Context: an optimization exercise on an open-source flow, tuned for small area, a short achievable clock period and few clock cycles per item. The choices shown serve that exercise and are no tape-out recipe.
Only simulation tests tie the RTL to the original design; equivalence was not proved.

Design fpu, start of the top module:
module fpu (
  input  logic        clk,
  input  logic        rst,
  input  logic        wb_cyc_i,
  input  logic        wb_stb_i,
  input  logic        wb_we_i,
  input  logic [4:0]  wb_adr_i,
  input  logic [31:0] wb_dat_i,
  output logic [31:0] wb_dat_o,
  output logic        wb_ack_o
);
  localparam logic [2:0] E_S0 = 3'd0, E_S1 = 3'd1, E_S2 = 3'd2, E_NORM = 3'd3, E_IDLE = 3'd4, E_W = 3'd5;
  localparam logic [1:0] F_IDLE = 2'd0, F_EVAL = 2'd1, F_WAITX = 2'd2, F_ADD2 = 2'd3;
  logic [31:0] reg_a, reg_b, reg_c, reg_res;
  logic        busy, done, illegal, overrun, res_nz;
  logic        res_we;
  logic [31:0] res_d;
  wire bus_req  = wb_cyc_i & wb_stb_i & ~wb_ack_o;
  wire wr_req   = bus_req & wb_we_i;
  wire cmd_wr   = wr_req & (wb_adr_i == 5'h0C);
  wire [2:0] wop = wb_dat_i[2:0];
  wire op_legal = (wop <= 3'd4);
  wire cmd_go   = cmd_wr & op_legal & ~busy;
  wire wr_a     = wr_req & (wb_adr_i == 5'h00);
  wire wr_b     = wr_req & (wb_adr_i == 5'h04);
  wire wr_c     = wr_req & (wb_adr_i == 5'h08);
  wire go_addsub = cmd_go & (wop[2:1] == 2'b00);
  always_ff @(posedge clk) begin
    if (wr_a) reg_a <= wb_dat_i;
    if (wr_b) reg_b <= wb_dat_i;
    if (wr_c) reg_c <= wb_dat_i;
  end
  always_ff @(posedge clk) begin
    if (rst) wb_ack_o <= 1'b0;
    else     wb_ack_o <= bus_req;
  end
  logic [4:0] adr_q;
  always_ff @(posedge clk) adr_q <= wb_adr_i;
  always_comb begin
    case (adr_q)
      5'h00:   wb_dat_o = reg_a;
      5'h04:   wb_dat_o = reg_b;
      5'h08:   wb_dat_o = reg_c;
      5'h10:   wb_dat_o = res_nz ? reg_res : 32'h0;
      5'h14:   wb_dat_o = {28'h0, overrun, illegal, done, busy};
      default: wb_dat_o = 32'h0;
    endcase
  end
  logic [2:0]  eng_st;
  logic [31:0] acc;           
  logic [7:0]  esum;
  logic        psign;
  logic        xld;           
  logic [31:0] x_op, y_op;
  logic [1:0]  fsm;
  logic restart_pend;
  wire  restart_req = wr_a | wr_b | go_addsub;
  ...
clock: 11.5 ns
lec_check: 0
abc_area: 1
cap_margin: 20
core_margin: 2
core_utilization: 40
slew_margin: 20
standard.sh (not shown) runs the stock make flow with config.mk's settings and CLKGATE_MAP_FILE= SYNTH_SCRIPT=/design/flow/synth_recipe.tcl, a recipe that flattens the netlist after the stock synthesis.
==> flow/flow/run.sh <==
#!/bin/bash
set -euo pipefail
bash standard.sh SETUP_SLACK_MARGIN=6.75 finish > standard_flow.log 2>&1
Testbench counts at the start, summed over its fixed seeds: cycles 28,792, ops 2,400.
Next try:
==> flow/flow/run.sh (replaced) <==
#!/bin/bash
set -euo pipefail
bash standard.sh SETUP_SLACK_MARGIN=6.5 finish > standard_flow.log 2>&1
CORE_UTILIZATION = 50   (was 40)
Cell count falls by a few percent.
Setup slack is worse by 140 ps.
Utilization came out higher by 10 points.
Clock-buffer cell count drops by 9.
Clock skew grows by 5.5 ps.
Next try:
CORE_UTILIZATION = 40   (was 50)
CTS_BUF_LIST = sky130_fd_sc_hd__clkbuf_8   (was not set)
CTS_CLUSTER_SIZE = 30   (was not set)
Worst setup slack degrades by 23 ps.
Core utilization falls by 12 points.
Maximum frequency falls by 0.45%.
Global-route usage goes down by 9.4 points.
Clock-buffer cell count climbs by 24.
Routed wire length came out lower by 3.2%.
Register-to-register slack improved by 170 ps.

oak:
fpu, a different RTL version from the one above (not shown whole).
Size: ~4200 cells after synthesis, about 75 I/O pins, ~0.037 sq mm of cells after synthesis.
clock: 11.5 ns
lec_check: 0
abc_clock_period_in_ps: 3500
cap_margin: 20
core_margin: 2
core_utilization: 40
setup_slack_margin: 5
slew_margin: 20
run.sh (not shown) runs the stock make flow with config.mk's settings and CLKGATE_MAP_FILE= SYNTH_SCRIPT=/design/flow/synth_recipe.tcl, a recipe that flattens the netlist after the stock synthesis.
Stock flow here: none of the scripts above is used.
Testbench counts of oak, summed over its fixed seeds: cycles 28,792, ops 2,400.
Here is what was changed in the inputs of pine compared with oak.
- a deleted SETUP_SLACK_MARGIN that had been 5
==> flow/flow/run.sh (new file) <==
#!/bin/bash
set -euo pipefail
bash standard.sh SETUP_SLACK_MARGIN=6.5 finish > standard_flow.log 2>&1
==> flow/standard.sh (new file) <==
#!/bin/bash
# synth_recipe.tcl (not shown) runs the flow's synth.tcl, then flattens the netlist and writes it again
# the make line also repeats each setting of config.mk as NAME=value (left out here)
make -C /OpenROAD-flow-scripts/flow DESIGN_CONFIG=/design/flow/config.mk WORK_HOME=/design/flow/orfs CLKGATE_MAP_FILE= SYNTH_SCRIPT=/design/flow/synth_recipe.tcl "${@:-finish}"
removed: flow/run.sh
Notes after the runs:
Critical path startpoint = wb_cyc_i: oak; critical path startpoint = op_q[2]: pine
As far as CTS H-tree depth goes, pine and oak are indistinguishable; the numbers are identical.
Count of clock buffers in the final design (lower): pine
On detailed router's first-iteration violation count, the higher figure sits with oak, not pine.
Relative to oak, cell area has increased by about 3.5% in pine.
Lower post-synthesis to final-layout area growth goes to oak over pine.

==> port drivers added, routing unchanged <==
In the flow no input, the clock included, has a driving cell. The finished layouts below were timed again as built, in two steps. Step 1 sets driving cells, clkbuf_16 on the clock port and buf_2 on the other inputs (assumed; they add their load-dependent delay and slew). Step 2 moves the port delays by t, midway between the first and last clock arrival at a register: inputs arrive t later, outputs are due t later. That takes back most of the time a late clock gives input paths. a / b / c = ideal ports / drivers / drivers and shift; a / b = the first two.
run | t (ns) | setup WS [ns] | latest minus earliest clock arrival (ns) | worst register clock-pin slew, ns
the first run of note 1 | 0.661 | 6.601 / 6.535 / 6.315 | 0.040 / 0.041 | 0.07 / 0.07
the second run of note 1 | 0.665 | 6.457 / 6.457 / 6.055 | 0.044 / 0.044 | 0.07 / 0.07
the third run of note 1 | 0.744 | 6.434 / 6.373 / 6.020 | 0.085 / 0.085 | 0.08 / 0.08
oak | 0.718 | 5.448 / 5.460 / 4.772 | 0.044 / 0.044 | 0.07 / 0.07
pine | 0.726 | 6.401 / 6.401 / 6.069 | 0.053 / 0.053 | 0.07 / 0.07
After both steps every run listed still meets setup and hold. The setup slack of oak, which loses most, moves by +0.012 ns with the drivers and by -0.676 ns with both steps.
